Source: an optimization exercise on an open RTL-to-GDS flow (aim: small area). Production flows keep margins and buffers that such runs may drop.
The RTL was checked by simulation tests, not by an equivalence proof against the original design.
Power is estimated from default activity; no workload was simulated.

**flow/config.mk**
```make
export PLATFORM = sky130hd
export DESIGN_NAME = ambient_light_backlight_controller
export DESIGN_NICKNAME = ambient_light_backlight_controller
export VERILOG_FILES = /design/flow/design.v
export SDC_FILE = /design/flow/constraint.sdc
export NUM_CORES = 4
export LEC_CHECK = 0
export ABC_AREA = 1
export CAP_MARGIN = 20
export CORE_MARGIN = 2
export CORE_UTILIZATION = 62
export SLEW_MARGIN = 20
```
**flow/constraint.sdc**
```tcl
create_clock -name core_clock -period 10.0 [get_ports {clock}]
set_input_delay 2.0000 -clock core_clock [delete_from_list [all_inputs] [get_ports {clock}]]
set_output_delay 2.0000 -clock core_clock [all_outputs]
set_load 0.01 [all_outputs]
```
**flow/design.v**
```verilog
package als_pkg;
   localparam int LEVEL_W = 10;
   typedef enum logic [2:0] {
      CSR_ALPHA_UP        = 3'd0,
      CSR_ALPHA_DOWN      = 3'd1,
      CSR_CURVE_MIDPOINT  = 3'd2,
      CSR_HYSTERESIS_BAND = 3'd3,
      CSR_RAMP_SHIFT      = 3'd4,
      CSR_MIN_LEVEL       = 3'd5,
      CSR_MAX_LEVEL       = 3'd6
   } als_csr_type;
   localparam logic [7:0]  ALPHA_UP_RST   = 8'd77;
   localparam logic [7:0]  ALPHA_DOWN_RST = 8'd20;
   localparam logic [9:0]  MIDPOINT_RST   = 10'd50;
   localparam logic [5:0]  BAND_RST       = 6'd6;
   localparam logic [2:0]  SHIFT_RST      = 3'd3;
   localparam logic [9:0]  MIN_LEVEL_RST  = 10'd2;
   localparam logic [9:0]  MAX_LEVEL_RST  = 10'd510;
   localparam logic [7:0]  SLIDER_RST     = 8'd128;
   localparam logic [7:0]  SLIDER_FULL    = 8'd255;
   typedef struct packed {
      logic wr_en;
      logic clear;
      logic start;
   } als_win_ctl_type;
   function automatic logic [LEVEL_W-1:0] als_clamp(input logic signed [12:0] v,
                                                    input logic [LEVEL_W-1:0] lo,
                                                    input logic [LEVEL_W-1:0] hi);
      logic [LEVEL_W-1:0] r;
      if (v < $signed({3'b000, lo})) begin
         r = lo;
      end else if (v > $signed({3'b000, hi})) begin
         r = hi;
      end else begin
         r = v[LEVEL_W-1:0];
      end
      als_clamp = r;
   endfunction
endpackage
module ambient_light_backlight_controller #(
   parameter int WINDOW_SIZE = 5,
   parameter int LUX_BITS    = 16
) (
   input  logic       clock,
   input  logic       reset,
   input  logic        req_valid,
   output logic        req_ready,
   input  logic        req_kind,
   input  logic [15:0] req_lux_sample,
   input  logic        req_auto_mode,
   input  logic        req_slider_valid,
   input  logic [7:0]  req_slider_level,
   output logic        rsp_valid,
   input  logic        rsp_ready,
   output logic [9:0]  rsp_backlight_level,
   output logic        rsp_level_written,
   output logic [9:0]  rsp_target_level,
   output logic [15:0] rsp_filtered_lux,
   input  logic       csr_wr_en,
   input  logic [2:0] csr_index,
   input  logic [9:0] csr_wr_data
);
   typedef enum logic [4:0] {
      S_IDLE = 5'd0, S_SAMP = 5'd1, S_ACC = 5'd2, S_MEDC = 5'd3,
      S_FLOAD = 5'd4, S_CMP = 5'd5, S_EMA = 5'd6, S_PREROT = 5'd7,
      S_DIV = 5'd8, S_DIVS = 5'd9,
      S_SMAP = 5'd12, S_OFFC = 5'd13, S_TGT = 5'd14, S_TGT2 = 5'd15,
      S_GUPD = 5'd16, S_DIST = 5'd17, S_RAMP = 5'd18, S_MSMAP = 5'd19
   } st_t;
   logic [7:0]  alpha_up_ff, alpha_down_ff;
   logic [9:0]  midpoint_ff;
   logic [5:0]  band_ff;
   logic [2:0]  shift_ff;
   logic [9:0]  min_ff, max_ff;
   st_t         state_ff;
   logic [3:0]  ph_ff;         
   logic [5:0]  cnt_ff;        
   logic [3:0]  pass_ff;       
   logic [4:0]  fill_ff;       
   logic        lm_ff, lmv_ff;
   logic        lsv_ff;
   logic [7:0]  lsl_ff;
   logic [7:0]  man_ff;
   logic        cv_ff;
   logic        wr_ff;
   logic        rspv_ff;
   logic [15:0] w0, w1, w2, w3, w4;
   logic [23:0] f_ff;
   logic [17:0] r_ff;
   logic [9:0]  q_ff;
   logic [10:0] off_ff;
   logic [9:0]  goal_ff;
   logic [9:0]  cur_ff;
   logic [7:0]  acc_ff;
   logic [4:0] blw_ff;
   logic [2:0] lo_idx_ff, hi_idx_ff;
   logic mcar_ff;
   logic k1, k2, k3, k4, k5, k6, k7;
   logic [1:0] d_ff;
   logic up_ff, neg_ff, lt_ff, ltm_ff, gtm_ff, nz_ff, gtc_ff, eqc_ff;
   logic auto_m, mc, capture;
   logic [7:0] sw;
   assign auto_m  = req_auto_mode;
   assign mc      = !lmv_ff || (req_auto_mode != lm_ff);
   assign capture = req_auto_mode && req_slider_valid && lsv_ff && !mc &&
                    (req_slider_level != lsl_ff);
   assign sw      = req_slider_valid ? req_slider_level : man_ff;
   logic [5:0] bi;
   logic [3:0] mi;
   logic [15:0] min_x, max_x, mid_x, band_x;
   logic [15:0] bsel;     
   logic min_b, max_b, mid_b, band_b, maxd_b;
   assign bi     = cnt_ff;
   assign mi     = pass_ff;
   assign min_x  = {6'd0, min_ff};
   assign max_x  = {6'd0, max_ff};
   always_comb begin
      bsel = 16'd0;
      for (int j = 0; j < 10; j++) bsel[j + 1] = max_ff[9 - j];
      if (state_ff == S_DIVS) begin
         bsel = 16'd0;
         for (int j = 0; j < 8; j++) bsel[j] = sw[7 - j];
      end
   end
   assign mid_x  = {6'd0, midpoint_ff};
   assign band_x = {10'd0, band_ff};
   assign min_b  = (bi[5:4] == 2'b00) && min_x[bi[3:0]];
   assign max_b  = (bi[5:4] == 2'b00) && max_x[bi[3:0]];
   assign mid_b  = (bi[5:4] == 2'b00) && mid_x[bi[3:0]];
   assign band_b = (bi[5:4] == 2'b00) && band_x[bi[3:0]];
   assign maxd_b = bsel[mi];
   logic [4:0] vld;
   logic [2:0] klo, khi, rank;
   logic [4:0] taps, blw_nx, tie;
   logic cand, lo_b, hi_b, med_b, m_b;
   assign vld  = mc ? 5'd0 : fill_ff;
   assign klo  = vld[4] ? 3'd2 : vld[2] ? 3'd1 : 3'd0;
   assign khi  = vld[3] ? 3'd2 : vld[1] ? 3'd1 : 3'd0;
   assign taps = {w4[0], w3[0], w2[0], w1[0], w0[0]};
   assign cand = taps[pass_ff[2:0]];
   assign tie  = {pass_ff[2:0] > 3'd4, pass_ff[2:0] > 3'd3, pass_ff[2:0] > 3'd2,
                  pass_ff[2:0] > 3'd1, pass_ff[2:0] > 3'd0};
   always_comb begin
      for (int j = 0; j < 5; j++) begin
         blw_nx[j] = (taps[j] != cand) ? cand : ((ph_ff == 4'd0) ? tie[j] : blw_ff[j]);
      end
   end
   assign rank = 3'(blw_nx[0] & vld[0]) + 3'(blw_nx[1] & vld[1]) + 3'(blw_nx[2] & vld[2]) +
                 3'(blw_nx[3] & vld[3]) + 3'(blw_nx[4] & vld[4]);
   assign lo_b = vld[0] && taps[lo_idx_ff];
   assign hi_b = vld[0] && taps[hi_idx_ff];
   assign med_b  = (ph_ff == 4'd0) ? mcar_ff : (lo_b ^ hi_b ^ mcar_ff);
   assign m_b    = (cnt_ff < 6'd8) ? (cnt_ff == 6'd7) : med_b;
   logic [7:0] mul_p;
   logic [7:0] acc_e;
   logic       mul_s;
   logic [8:0] mul_sum;
   assign mul_p   = up_ff ? alpha_up_ff : alpha_down_ff;
   assign acc_e   = acc_ff;
   assign mul_sum = {1'b0, acc_e} + (mul_s ? {1'b0, mul_p} : 9'd0);
   logic first;        
   logic active;       
   logic last;         
   logic f_sh, q_sh, off_sh, goal_sh, cur_sh;
   logic f23_in, f15_in, r_in, q_in, off_in, goal_in, cur_in;
   logic nk1, nk2, nk3, nk4, nk5, nk6, nk7;
   logic [1:0] nd;
   logic nup, nneg, nlt, nltm, ngtm, nnz, ngtc, neqc;
   logic k1e, k2e;
   logic ph9_state;
   assign ph9_state = (state_ff == S_FLOAD) || (state_ff == S_CMP) || (state_ff == S_EMA);
   assign first     = (cnt_ff == 6'd0);
   assign active    = !ph9_state || !first || (ph_ff == 4'd9);
   assign k1e = first ? 1'b0 : k1;
   assign k2e = first ? 1'b0 : k2;
   function automatic logic maj(input logic a, input logic b, input logic c);
      maj = (a & b) | (a & c) | (b & c);
   endfunction
   function automatic logic bor(input logic a, input logic b, input logic c);
      bor = (!a & b) | (!a & c) | (b & c);
   endfunction
   logic a_x, b_x, s_x, t_x, g_x, c_x, st_x, au_x, ox_x;
   logic fl, d2x, dD, sD, rr, xx, xd, aa, tt, qd, dbit, nq;
   always_comb begin
      f_sh = 1'b0; q_sh = 1'b0; off_sh = 1'b0; goal_sh = 1'b0; cur_sh = 1'b0;
      f23_in  = f_ff[0];
      f15_in  = f_ff[16];
      r_in    = r_ff[0];
      q_in    = q_ff[0];
      off_in  = off_ff[0];
      goal_in = goal_ff[0];
      cur_in  = cur_ff[0];
      nk1 = k1; nk2 = k2; nk3 = k3; nk4 = k4; nk5 = k5; nk6 = k6; nk7 = k7;
      nd = d_ff;
      nup = up_ff; nneg = neg_ff; nlt = lt_ff; nltm = ltm_ff; ngtm = gtm_ff;
      nnz = nz_ff; ngtc = gtc_ff; neqc = eqc_ff;
      mul_s = 1'b0;
      a_x = 1'b0; b_x = 1'b0; s_x = 1'b0; t_x = 1'b0; g_x = 1'b0; c_x = 1'b0;
      st_x = 1'b0; au_x = 1'b0; ox_x = 1'b0;
      fl = 1'b0; d2x = 1'b0; dD = 1'b0; sD = 1'b0; rr = 1'b0; xx = 1'b0; xd = 1'b0;
      aa = 1'b0; tt = 1'b0; qd = 1'b0; dbit = 1'b0; nq = 1'b0;
      last = 1'b0;
      unique case (state_ff)
         S_MEDC: begin
            if (max_b != min_b) nneg = min_b;
            else if (first)     nneg = 1'b0;
            {nk7, nk6, nk5, nk4, nk3} = blw_nx;
            if ((ph_ff == 4'd15) && vld[pass_ff[2:0]]) begin
               if (rank == klo) {ngtm, nltm, nlt} = pass_ff[2:0];
               if (rank == khi) {neqc, ngtc, nnz} = pass_ff[2:0];
            end
            last = (ph_ff == 4'd15) && (pass_ff == 4'd4);
         end
         S_FLOAD: begin
            if (active) begin
               f_sh   = 1'b1;
               f23_in = m_b;
            end
            last = (cnt_ff == 6'd23);
         end
         S_CMP: begin
            if (active) begin
               f_sh = 1'b1;
               if (m_b != f_ff[0]) nup = m_b;
               else if (first)     nup = 1'b0;
            end
            last = (cnt_ff == 6'd23);
         end
         S_EMA: begin
            if (active) begin
               f_sh = 1'b1;
               a_x  = up_ff ? m_b : f_ff[0];
               b_x  = up_ff ? f_ff[0] : m_b;
               s_x  = a_x ^ b_x ^ k1e;
               nk1  = bor(a_x, b_x, k1e);
               mul_s = (cnt_ff < 6'd24) && s_x;
               if (cnt_ff >= 6'd8 && cnt_ff < 6'd32) begin
                  c_x    = (cnt_ff == 6'd8) ? 1'b0 : k2;
                  f15_in = f_ff[16] ^ mul_sum[0] ^ c_x;
                  nk2    = up_ff ? maj(f_ff[16], mul_sum[0], c_x)
                                 : bor(f_ff[16], mul_sum[0], c_x);
               end
            end
            last = (cnt_ff == 6'd47);
         end
         S_SMAP, S_MSMAP: begin
            q_sh = (cnt_ff < 6'd10);
            a_x  = (cnt_ff < 6'd10) && q_ff[0];
            s_x  = min_b ^ a_x ^ k1e;
            nk1  = neg_ff ? bor(min_b, a_x, k1e) : maj(min_b, a_x, k1e);
            if (state_ff == S_SMAP) begin
               off_sh = 1'b1;
               off_in = (cnt_ff < 6'd10) && s_x;
               last   = (cnt_ff == 6'd10);
            end else begin
               cur_sh  = 1'b1;
               goal_sh = 1'b1;
               cur_in  = s_x;
               goal_in = s_x;
               neqc    = (first ? 1'b1 : eqc_ff) & (s_x == cur_ff[0]);
               last    = (cnt_ff == 6'd9);
            end
         end
         S_DIV, S_DIVS: begin
            f_sh = (cnt_ff < 6'd24) && (state_ff == S_DIV);
            if (cnt_ff < 6'd18) begin
               fl   = (cnt_ff < 6'd16) && f_ff[8];
               a_x  = neg_ff ? min_b : max_b;
               b_x  = neg_ff ? max_b : min_b;
               s_x  = a_x ^ b_x ^ k1e;                  
               if (state_ff == S_DIV) begin
                  aa  = fl;
                  dD  = fl ^ mid_b ^ k1e;
                  nk1 = maj(fl, mid_b, k1e);
               end else begin
                  aa  = s_x;
                  dD  = (cnt_ff >= 6'd3) && (cnt_ff <= 6'd10);
                  nk1 = bor(a_x, b_x, k1e);
               end
               d2x  = k2e;                              
               nk2  = dD;
               sD   = (pass_ff == 4'd0) ? 1'b0 : (d_ff == 2'd1) ? dD : (d_ff == 2'd2) ? d2x : 1'b0;
               rr   = (pass_ff != 4'd0) && r_ff[0];
               xx   = rr ^ sD ^ (first ? 1'b0 : k3);
               nk3  = bor(rr, sD, (first ? 1'b0 : k3));
               xd   = first ? 1'b0 : k4;                
               nk4  = xx;
               aa   = maxd_b && aa;
               tt   = xd ^ aa ^ (first ? 1'b0 : k5);
               nk5  = maj(xd, aa, (first ? 1'b0 : k5));
               r_in = tt;
               if (tt != dD)   nltm = tt;               
               else if (first) nltm = 1'b1;
               if (tt != d2x)  ngtm = tt;               
               else if (first) ngtm = 1'b1;
               nnz = (first ? 1'b0 : nz_ff) | fl;       
            end
            if (cnt_ff < 6'd10) begin
               q_sh = 1'b1;
               qd   = first ? 1'b0 : k6;
               nk6  = q_ff[0];
               dbit = (cnt_ff == 6'd0) ? d_ff[0] : (cnt_ff == 6'd1) ? d_ff[1] : 1'b0;
               nq   = (pass_ff != 4'd0) && (qd ^ dbit ^ (first ? 1'b0 : k7));
               nk7  = maj(qd, dbit, (first ? 1'b0 : k7));
               q_in = nq;
               if (nq != min_b)  nlt = min_b;
               else if (first)   nlt = 1'b0;
            end
            if (cnt_ff == 6'd17) begin
               nd = (!nnz && (state_ff == S_DIV)) ? 2'd0 : ngtm ? 2'd2 : nltm ? 2'd1 : 2'd0;
            end
            last = (cnt_ff == 6'd35) && (pass_ff == 4'd11);
         end
         S_OFFC: begin
            q_sh   = (cnt_ff < 6'd10);
            au_x   = (cnt_ff < 6'd10) && (lt_ff ? min_b : q_ff[0]);
            off_sh = 1'b1;
            off_in = off_ff[0] ^ au_x ^ k1e;
            nk1    = bor(off_ff[0], au_x, k1e);
            last   = (cnt_ff == 6'd10);
         end
         S_TGT: begin
            q_sh   = (cnt_ff < 6'd10);
            au_x   = (cnt_ff < 6'd10) && (lt_ff ? min_b : q_ff[0]);
            off_sh = (cnt_ff < 6'd11);
            off_in = !mc && off_ff[0];
            ox_x   = (cnt_ff < 6'd11) ? (!mc && off_ff[0]) : off_ff[10];
            s_x    = au_x ^ ox_x ^ k1e;
            nk1    = maj(au_x, ox_x, k1e);
            q_in   = s_x;
            if (cnt_ff == 6'd11) begin
               nltm = s_x | ltm_ff;
               ngtm = !s_x & gtm_ff;
            end else begin
               if (s_x != min_b)  nltm = min_b;
               else if (first)    nltm = 1'b0;
               if (s_x != max_b)  ngtm = s_x;
               else if (first)    ngtm = 1'b0;
            end
            last = (cnt_ff == 6'd11);
         end
         S_TGT2: begin
            q_sh    = (cnt_ff < 6'd10);
            goal_sh = (cnt_ff < 6'd10);
            t_x     = (cnt_ff < 6'd10) && (ltm_ff ? min_b : gtm_ff ? max_b : q_ff[0]);
            g_x     = (cnt_ff < 6'd10) && goal_ff[0];
            a_x     = g_x ^ band_b ^ k1e;            
            nk1     = maj(g_x, band_b, k1e);
            b_x     = t_x ^ band_b ^ k2e;            
            nk2     = maj(t_x, band_b, k2e);
            if (t_x != a_x)  nnz = t_x;
            else if (first)  nnz = 1'b0;
            if (g_x != b_x)  ngtc = g_x;
            else if (first)  ngtc = 1'b0;
            last = (cnt_ff == 6'd10);
         end
         S_GUPD: begin
            q_sh    = 1'b1;
            goal_sh = 1'b1;
            cur_sh  = 1'b1;
            t_x     = ltm_ff ? min_b : gtm_ff ? max_b : q_ff[0];
            g_x     = (mc || nz_ff || gtc_ff) ? t_x : goal_ff[0];
            goal_in = g_x;
            c_x     = cur_ff[0];
            if (g_x != c_x)  nup = g_x;
            else if (first)  nup = 1'b0;
            neqc = (first ? 1'b1 : eqc_ff) & (g_x == c_x);
            last = (cnt_ff == 6'd9);
         end
         S_DIST: begin
            goal_sh = 1'b1;
            cur_sh  = 1'b1;
            q_sh    = 1'b1;
            a_x     = up_ff ? goal_ff[0] : cur_ff[0];
            b_x     = up_ff ? cur_ff[0] : goal_ff[0];
            s_x     = a_x ^ b_x ^ k1e;
            nk1     = bor(a_x, b_x, k1e);
            q_in    = s_x;
            last    = (cnt_ff == 6'd9);
         end
         S_PREROT: begin
            q_sh = (cnt_ff[2:0] != shift_ff);
            q_in = 1'b0;
         end
         S_RAMP: begin
            q_sh    = 1'b1;
            goal_sh = 1'b1;
            cur_sh  = 1'b1;
            st_x    = q_ff[0] | (first & (q_ff == 10'd0));
            c_x     = cur_ff[0];
            s_x     = c_x ^ st_x ^ k1e;
            nk1     = up_ff ? maj(c_x, st_x, k1e) : bor(c_x, st_x, k1e);
            cur_in  = !cv_ff ? goal_ff[0] : eqc_ff ? c_x : s_x;
            last    = (cnt_ff == 6'd9);
         end
         default: begin
         end
      endcase
   end
   assign req_ready = !reset && (((state_ff == S_SAMP) && (ph_ff == 4'd15)) || (state_ff == S_ACC));
   always_ff @(posedge clock) begin
      if (reset) begin
         alpha_up_ff   <= als_pkg::ALPHA_UP_RST;
         alpha_down_ff <= als_pkg::ALPHA_DOWN_RST;
         midpoint_ff   <= als_pkg::MIDPOINT_RST;
         band_ff       <= als_pkg::BAND_RST;
         shift_ff      <= als_pkg::SHIFT_RST;
         min_ff        <= als_pkg::MIN_LEVEL_RST;
         max_ff        <= als_pkg::MAX_LEVEL_RST;
      end else if (csr_wr_en) begin
         unique case (csr_index)
            als_pkg::CSR_ALPHA_UP:        alpha_up_ff   <= csr_wr_data[7:0];
            als_pkg::CSR_ALPHA_DOWN:      alpha_down_ff <= csr_wr_data[7:0];
            als_pkg::CSR_CURVE_MIDPOINT:  midpoint_ff   <= csr_wr_data;
            als_pkg::CSR_HYSTERESIS_BAND: band_ff       <= csr_wr_data[5:0];
            als_pkg::CSR_RAMP_SHIFT:      shift_ff      <= csr_wr_data[2:0];
            als_pkg::CSR_MIN_LEVEL:       min_ff        <= csr_wr_data;
            als_pkg::CSR_MAX_LEVEL:       max_ff        <= csr_wr_data;
            default: begin
            end
         endcase
      end
   end
   logic ins;
   assign ins = (state_ff == S_SAMP);
   always_ff @(posedge clock) begin
      w0 <= {ins ? req_lux_sample[ph_ff] : w0[0], w0[15:1]};
      w1 <= {ins ? w0[0] : w1[0], w1[15:1]};
      w2 <= {ins ? w1[0] : w2[0], w2[15:1]};
      w3 <= {ins ? w2[0] : w3[0], w3[15:1]};
      w4 <= {ins ? w3[0] : w4[0], w4[15:1]};
      mcar_ff <= (lo_b & hi_b) | ((lo_b ^ hi_b) & (ph_ff != 4'd0) & mcar_ff);
   end
   assign blw_ff    = {k7, k6, k5, k4, k3};
   assign lo_idx_ff = {gtm_ff, ltm_ff, lt_ff};
   assign hi_idx_ff = {eqc_ff, gtc_ff, nz_ff};
   always_ff @(posedge clock) begin
      if (f_sh)    f_ff    <= {f23_in, f_ff[23:17], f15_in, f_ff[15:1]};
      r_ff <= {r_in, r_ff[17:1]};
      if (q_sh)    q_ff    <= {q_in, q_ff[9:1]};
      if (off_sh)  off_ff  <= {off_in, off_ff[10:1]};
      if (goal_sh) goal_ff <= {goal_in, goal_ff[9:1]};
      if (cur_sh)  cur_ff  <= {cur_in, cur_ff[9:1]};
      acc_ff <= mul_sum[8:1];
      k1 <= nk1; k2 <= nk2; k3 <= nk3; k4 <= nk4; k5 <= nk5; k6 <= nk6; k7 <= nk7;
      d_ff   <= nd;
      up_ff  <= nup;
      neg_ff <= nneg;
      lt_ff  <= nlt;
      ltm_ff <= nltm;
      gtm_ff <= ngtm;
      nz_ff  <= nnz;
      gtc_ff <= ngtc;
      eqc_ff <= neqc;
   end
   always_ff @(posedge clock) begin
      if (reset) begin
         state_ff <= S_IDLE;
         ph_ff    <= 4'd0;
         cnt_ff   <= 6'd0;
         pass_ff  <= 4'd0;
         fill_ff  <= 5'd0;
         lmv_ff   <= 1'b0;
         lsv_ff   <= 1'b0;
         man_ff   <= als_pkg::SLIDER_RST;
         cv_ff    <= 1'b0;
         rspv_ff  <= 1'b0;
      end else begin
         ph_ff <= ph_ff + 4'd1;
         if (rspv_ff && rsp_ready) rspv_ff <= 1'b0;
         if (active) cnt_ff <= cnt_ff + 6'd1;
         if (last) cnt_ff <= 6'd0;
         unique case (state_ff)
            S_IDLE: begin
               cnt_ff  <= 6'd0;
               pass_ff <= 4'd0;
               if ((ph_ff == 4'd15) && req_valid) begin
                  if (!req_kind) state_ff <= S_SAMP;
                  else if (!rspv_ff) state_ff <= S_MEDC;
               end
            end
            S_SAMP: begin
               if (ph_ff == 4'd15) begin
                  state_ff <= S_IDLE;
                  fill_ff <= {fill_ff[3:0], 1'b1};
               end
            end
            S_MEDC: begin
               if (ph_ff == 4'd15) pass_ff <= pass_ff + 4'd1;
               if (last) begin
                  state_ff <= mc ? S_FLOAD : auto_m ? S_CMP : S_DIVS;
                  pass_ff  <= 4'd0;
               end
            end
            S_FLOAD: begin
               if (last) state_ff <= auto_m ? S_DIV : S_DIVS;
               pass_ff <= 4'd0;
            end
            S_CMP: begin
               if (last) state_ff <= S_EMA;
            end
            S_EMA: begin
               if (last) state_ff <= capture ? S_DIVS : S_DIV;
               pass_ff <= 4'd0;
            end
            S_DIVS: begin
               if (cnt_ff == 6'd35) begin
                  cnt_ff  <= 6'd0;
                  pass_ff <= pass_ff + 4'd1;
               end
               if (last) state_ff <= auto_m ? S_SMAP : S_MSMAP;
            end
            S_SMAP: begin
               if (last) state_ff <= S_DIV;
               pass_ff <= 4'd0;
            end
            S_DIV: begin
               if (cnt_ff == 6'd35) begin
                  cnt_ff  <= 6'd0;
                  pass_ff <= pass_ff + 4'd1;
               end
               if (last) state_ff <= capture ? S_OFFC : S_TGT;
            end
            S_OFFC: begin
               if (last) state_ff <= S_TGT;
            end
            S_TGT: begin
               if (last) state_ff <= S_TGT2;
            end
            S_TGT2: begin
               if (last) state_ff <= S_GUPD;
            end
            S_GUPD: begin
               if (last) state_ff <= S_DIST;
            end
            S_DIST: begin
               if (last) state_ff <= S_PREROT;
            end
            S_PREROT: begin
               if (cnt_ff[2:0] == shift_ff) begin
                  state_ff <= S_RAMP;
                  cnt_ff   <= 6'd0;
               end
            end
            S_RAMP: begin
               if (last) begin
                  state_ff <= S_ACC;
                  wr_ff    <= !cv_ff || !eqc_ff;
               end
            end
            S_MSMAP: begin
               if (last) begin
                  state_ff <= S_ACC;
                  wr_ff    <= !cv_ff || !neqc;
               end
            end
            S_ACC: begin
               state_ff <= S_IDLE;
               rspv_ff  <= 1'b1;
               cv_ff    <= 1'b1;
               lm_ff    <= req_auto_mode;
               lmv_ff   <= 1'b1;
               if (mc) fill_ff <= 5'd0;
               lsv_ff   <= req_auto_mode && (req_slider_valid || (lsv_ff && !mc));
               if (req_auto_mode && req_slider_valid) lsl_ff <= req_slider_level;
               if (!req_auto_mode && req_slider_valid) man_ff <= req_slider_level;
            end
            default: begin
               state_ff <= S_IDLE;
            end
         endcase
      end
   end
   assign rsp_valid           = rspv_ff;
   assign rsp_backlight_level = cur_ff;
   assign rsp_level_written   = wr_ff;
   assign rsp_target_level    = goal_ff;
   assign rsp_filtered_lux    = f_ff[23:8];
endmodule
```
**flow/flow/run.sh**
```bash
#!/bin/bash
# The standard layout (standard.sh with synth_recipe.tcl, both unchanged),
# with three changes:
#  - ABC maps the logic for area with flow/abc_area.script (used by ORFS when
#    ABC_AREA=1) in place of ORFS's own; the registers come from dfflibmap,
#    which runs before ABC, so they are the standard synthesis's;
#  - the port buffers use the smallest buffer cell;
#  - clock tree synthesis uses clkbuf_4 leaf clusters of up to 12 sinks
#    within 45 um, without dummy loads.
# ORFS writes each step's log under orfs/logs; make's output goes to standard.log.
set -e
here=$(pwd)
rm -rf "$here/orfs_scripts"
cp -r "$FLOW_HOME/scripts" "$here/orfs_scripts"
cp "$here/flow/abc_area.script" "$here/orfs_scripts/abc_area.script"
export SCRIPTS_DIR="$here/orfs_scripts"
export BUFFER_PORTS_ARGS="-buffer_cell sky130_fd_sc_hd__buf_1"
export CTS_ARGS="-sink_clustering_enable -repair_clock_nets -dont_use_dummy_load -buf_list sky130_fd_sc_hd__clkbuf_4 -sink_clustering_size 12 -sink_clustering_max_diameter 45"
bash standard.sh > standard.log 2>&1
```
**flow/flow/abc_area.script**
```
strash
balance -l
resub -K 6 -l
rewrite -l
resub -K 6 -N 2 -l
refactor -l
resub -K 8 -l
balance -l
resub -K 8 -N 2 -l
rewrite -l
resub -K 10 -l
rewrite -z -l
resub -K 10 -N 2 -l
balance -l
resub -K 12 -l
refactor -z -l
resub -K 12 -N 2 -l
rewrite -z -l
balance -l
dch -f
amap -m -F 4 -A 4
topo
stime -c
```
**flow/standard.sh**
```bash
#!/bin/bash
# synth_recipe.tcl (not shown) runs the flow's synth.tcl, then flattens the netlist and writes it again
# the make line also repeats each setting of config.mk as NAME=value (left out here)
make -C /OpenROAD-flow-scripts/flow DESIGN_CONFIG=/design/flow/config.mk WORK_HOME=/design/flow/orfs CLKGATE_MAP_FILE= SYNTH_SCRIPT=/design/flow/synth_recipe.tcl "${@:-finish}"
```
==> impl_metrics.csv <==
group,metric,value,unit
drt,route.detailed.wl_per_inst,19.7,um
timing,finalCritPeriodShare,74.3,%
clocking,post-cts-setup-buffer-count,0,
clocking,clk_path_buf_depth,3,
clocking,cts_num_sinks,289,
drt,routed_wirelength,30000,um
floorplan,floorplan.die.width,142,um
setup_path,cp_slowest_stage_delay,0.71,ns
run_status,status,"complete, no violations",
synth,ys_warn_count,1,
timing,setup-violations-final,0,
synth,synth-compound-area-share,21.7,%
setup_path,critPathLaunchType,"primary input",
global_routing,maximum_number_of_pins_on_one_net_before_global_route_repair,61,
setup_path,setup.worst_path.start,"req_auto_mode",
synth,synth_seq_cells,289,
final_layout,area_growth_syn_to_layout,7.94,%
setup_path,crit_arrival,8.03,ns
setup_path,ff2ff_setup_slack,3.58,ns
pwr,leakagePower,4.46,nW
pwr,power_frac_clock,16.4,%
synth,ys_top_cells_by_area,"dfxtp_1 34%, edfxtp_1 23%, clkinv_1 4.7%",
synth,async_flop_share,0,%
synth,multiplexer_share_of_the_synthesized_area,0.0956,%
clocking,tritoncts,"built",
timing,worst_pin_slew,0.978,ns
clocking,cts.htree.levels,2,
pwr,power,0.00320,W
synth,largest_family_of_logic_cells_by_synthesized_area,"compound AO/OA/AOI/OAI gates",
timing,unrepaired_setup_endpoints_after_global_routing,"false",
floorplan,die_area,20100,sq um
floorplan,core_region_area,18600,sq um
timing,hold_ws,0.292,ns
synth,yosysTopAreaCellShare,33.7,%
setup_path,worst-endpoint-required,10.60,ns
synth,synth_simple_gate_area_share,10.1,%
global_routing,global_route_total_usage_across_every_layer,30.4,%
global_routing,sum_of_overflow_across_all_layers_after_global_routing,0,
worst_hold_path,hold_path_class,"reg2reg",
pwr,switchingPower,0.00118,W
synth,adder_cell_fraction_of_synth_area,5.57,%
floorplan,design.portCount,84,
drt,detail_route.first_pass.iterations,8,
clocking,cts.clk_slew.worst_paths,0.12,ns
synth,post_synth_inst_count,1164,
timing,slew_headroom,34.7,%
synth,yosysTopAreaCell,"dfxtp_1",
pwr,vdd_ir_drop_max,0.000174,V
setup_path,crit_path_max_fanout,9,
floorplan,rows,50,
placement,gp_congestion,1.01,
drt,drcViolationCount,0,
timing,clock-skew-final,0.0799,ns
timing,final_max_slew_viol_count,0,
floorplan,die_height,142,um
flow_run,max_cap_violations,0,
setup_path,worst_path_most_repeated_cell,"nor2_1",
pwr,power_density,252,nW/um^2
timing,timing_hold_violations_final,0,
synth,synth-edff-count,91,
drt,detailedRoute.firstIterationViolations,1183,
clocking,clk_latency,0.66,ns
clocking,cts-resized-gates,0,
floorplan,start_util,63.2,%
synth,synth-main-ff-cell,"dfxtp_1",
final_layout,final_net_count,1380,
pwr,power.switching_fraction,37.0,%
synth,synthXorXnorAreaFrac,0,%
drt,antenna_violating_nets_post_route,0,
setup_path,timing.rr.start,"cnt_ff[0]",
final_layout,drive_above_1_share,4.65,%
setup_path,critical_setup_path_class,"in2reg",
final_layout,layout_common_cells,"198 x dfxtp_1, 148 x clkinv_1, 130 x nor2_1, 91 x edfxtp_1, 88 x o21ai_0",
synth,postSynthAreaPerCell,10.1,sq um
global_routing,grt_pass1_vias,9020,
worst_hold_path,timing.hold.worst_endpoint,"w1[1]",
setup_path,cp_slowest_cell,"nor4_2",
clocking,root_buffer,"clkbuf_4",
setup_path,worstSetupEndpointType,"flop",
setup_path,regToRegEndpoint,"acc_ff[7]",
final_layout,fin_util,68.2,%
drt,viasPerCell,6.35,
placement,count_of_port_buffers_added_during_placement,83,
synth,synthDistinctLibCells,46,
placement,hpwl,21700,um
clocking,cts_hold_buffers,0,
clocking,cts_buffers,38,
setup_path,r2r.worst_path.cells,24,
pwr,seqPwrFrac,51.8,%
timing,maxClockFrequency,135,MHz
pwr,combPwrFrac,31.8,%
drt,dr_total_vias,9672,
synth,synth_fp_nets,1253,
global_routing,grt_pass1_wl,47700,um
pwr,cell_internal_power_dissipation,0.00201,W
synth,total_standard_cell_area_after_synthesis,11800,sq um
timing,timing.final.crit_period,7.43,ns
final_layout,mostFrequentLayoutCell,"dfxtp_1",
synth,synth_sequential_area_ratio,56.9,%
worst_hold_path,worst_hold_path.num_cells,0,
timing,fin_setup_tns,0,ns
worst_hold_path,hp-start,"w1[2]",
global_routing,grt_antenna_before_repair,1,
flip-flops by register name, summed over array words and instances (netlist names), 8 cells and up:
register,cells
q_ff,10
alpha_up_ff,8
alpha_down_ff,8
max_ff,10
acc_ff,8
f_ff,24
midpoint_ff,10
r_ff,18
w2,16
w1,16
cur_ff,10
w3,16
w4,16
min_ff,10
man_ff,8
lsl_ff,8
goal_ff,10
off_ff,11
w0,16
per-layer routing:
layer  wire, um  track usage [%]  up-vias  part of all wire (%)
li1           -                -     4568                     -
met4        982             10.8        0                   3.3
met2      13000             46.2      523                    44
met1      13200             44.3     4498                    44
met5          0                0        -                     0
met3       2750             4.86       83                   9.2
final cells by class:
type / instances / area (sq um)
well taps: 234 / 293
clock buffers: 38 / 285
flip-flops and latches: 289 / 6700
multi-input cells: 711 / 4420
inverters: 148 / 556
repair buffers: 103 / 462
fillers: 1504 / 5930
diodes: 1 / 2.50
critical path: cells and delay by family:
kind	cells	cell delay, ns
AND/OR/NAND/NOR	13	1.91
AO/OA/AOI/OAI	8	1.89
adder cells (fa/ha/maj)	4	1.32
buffers and inverters	5	0.90
Yosys cell counts (2+ instances only):
library cell and instances:
o32a_1 2, o32ai_1 5, edfxtp_1 91, buf_4 16
o2111ai_1 3, nor2b_1 2, o311a_1 3, o31ai_1 3
a311oi_1 2, o221ai_1 28, a21oi_1 87, o21ai_0 88
o211ai_1 4, or3_1 3, a221oi_1 19, a221o_1 3
o311ai_0 3, o21a_1 10, nor2_1 130, a31oi_1 10
nor4_1 14, nand2_1 63, a22oi_1 25, nor3_1 32
dfxtp_1 198, a222oi_1 3, a211oi_1 3, o221a_1 9
o22a_1 5, clkinv_1 148, o41ai_1 3, fa_1 14
nand3_1 18, o22ai_1 63, o21bai_1 4, ha_1 30
or4_1 3, or2_0 5, and3_1 5
per-stage QoR:
stage	instance area, sq um	worst slack, ns	std cells
floorplan	11800	3.20	1164
global placement	12400	2.06	1485
detailed placement	12400	1.66	1485
CTS	12700	2.32	1523
global route	12700	2.05	1524
finish	12700	2.57	1524
kinds of logic after synthesis:
| family | after synthesis |
|---|---|
| compound gates | 390 |
| flops | 289 |
| simple gates | 276 |
| buf+inv | 164 |
| fa+ha+maj | 44 |
| mux | 1 |
worst max path at each step:
stage          cells after the start  slack (ns)         to
3_3_place_gp                      30        2.06  acc_ff[7]
3_5_place_dp                      30        1.66  acc_ff[7]
5_1_grt                           30        2.05  acc_ff[7]
6_report                          30        2.57  acc_ff[7]
2_1_floorplan                     29        3.20  acc_ff[7]
4_1_cts                           30        2.32  acc_ff[7]
power groups by stage:
stage | combinational, W | sequential, W | clock, W
CTS | 0.000990 | 0.00165 | 0.000540
floorplan | 0.000683 | 0.00163 | 0
global route | 0.00112 | 0.00168 | 0.000585
global placement | 0.000980 | 0.00167 | 0
finish | 0.00102 | 0.00166 | 0.000525
detailed placement | 0.000984 | 0.00168 | 0

## re-timing with driven ports
Ports are ideal in the flow. The routed layout listed here was re-timed in OpenROAD.
Step 1 sets driving cells, clkbuf_16 on the clock port and buf_2 on the other inputs (assumed; they add their load-dependent delay and slew).
Step 2 adds t to the input delays and takes it off the output delays; t is the mean of the earliest and latest rising clock arrival at the registers after step 1. Input paths then give back, and output paths get back, about the clock's delay inside the block.
Three values: no drivers, after step 1, after step 2; two values: the first two.
t (ns): 0.657
setup WS [ns]: 2.572 / 2.590 / 1.933
worst setup path after step 2: input to register
clock arrival spread, ns: 0.080 / 0.080
After both steps this run still meets setup and hold. The setup slack of this run moves by +0.018 ns with the drivers and by -0.639 ns with both steps.
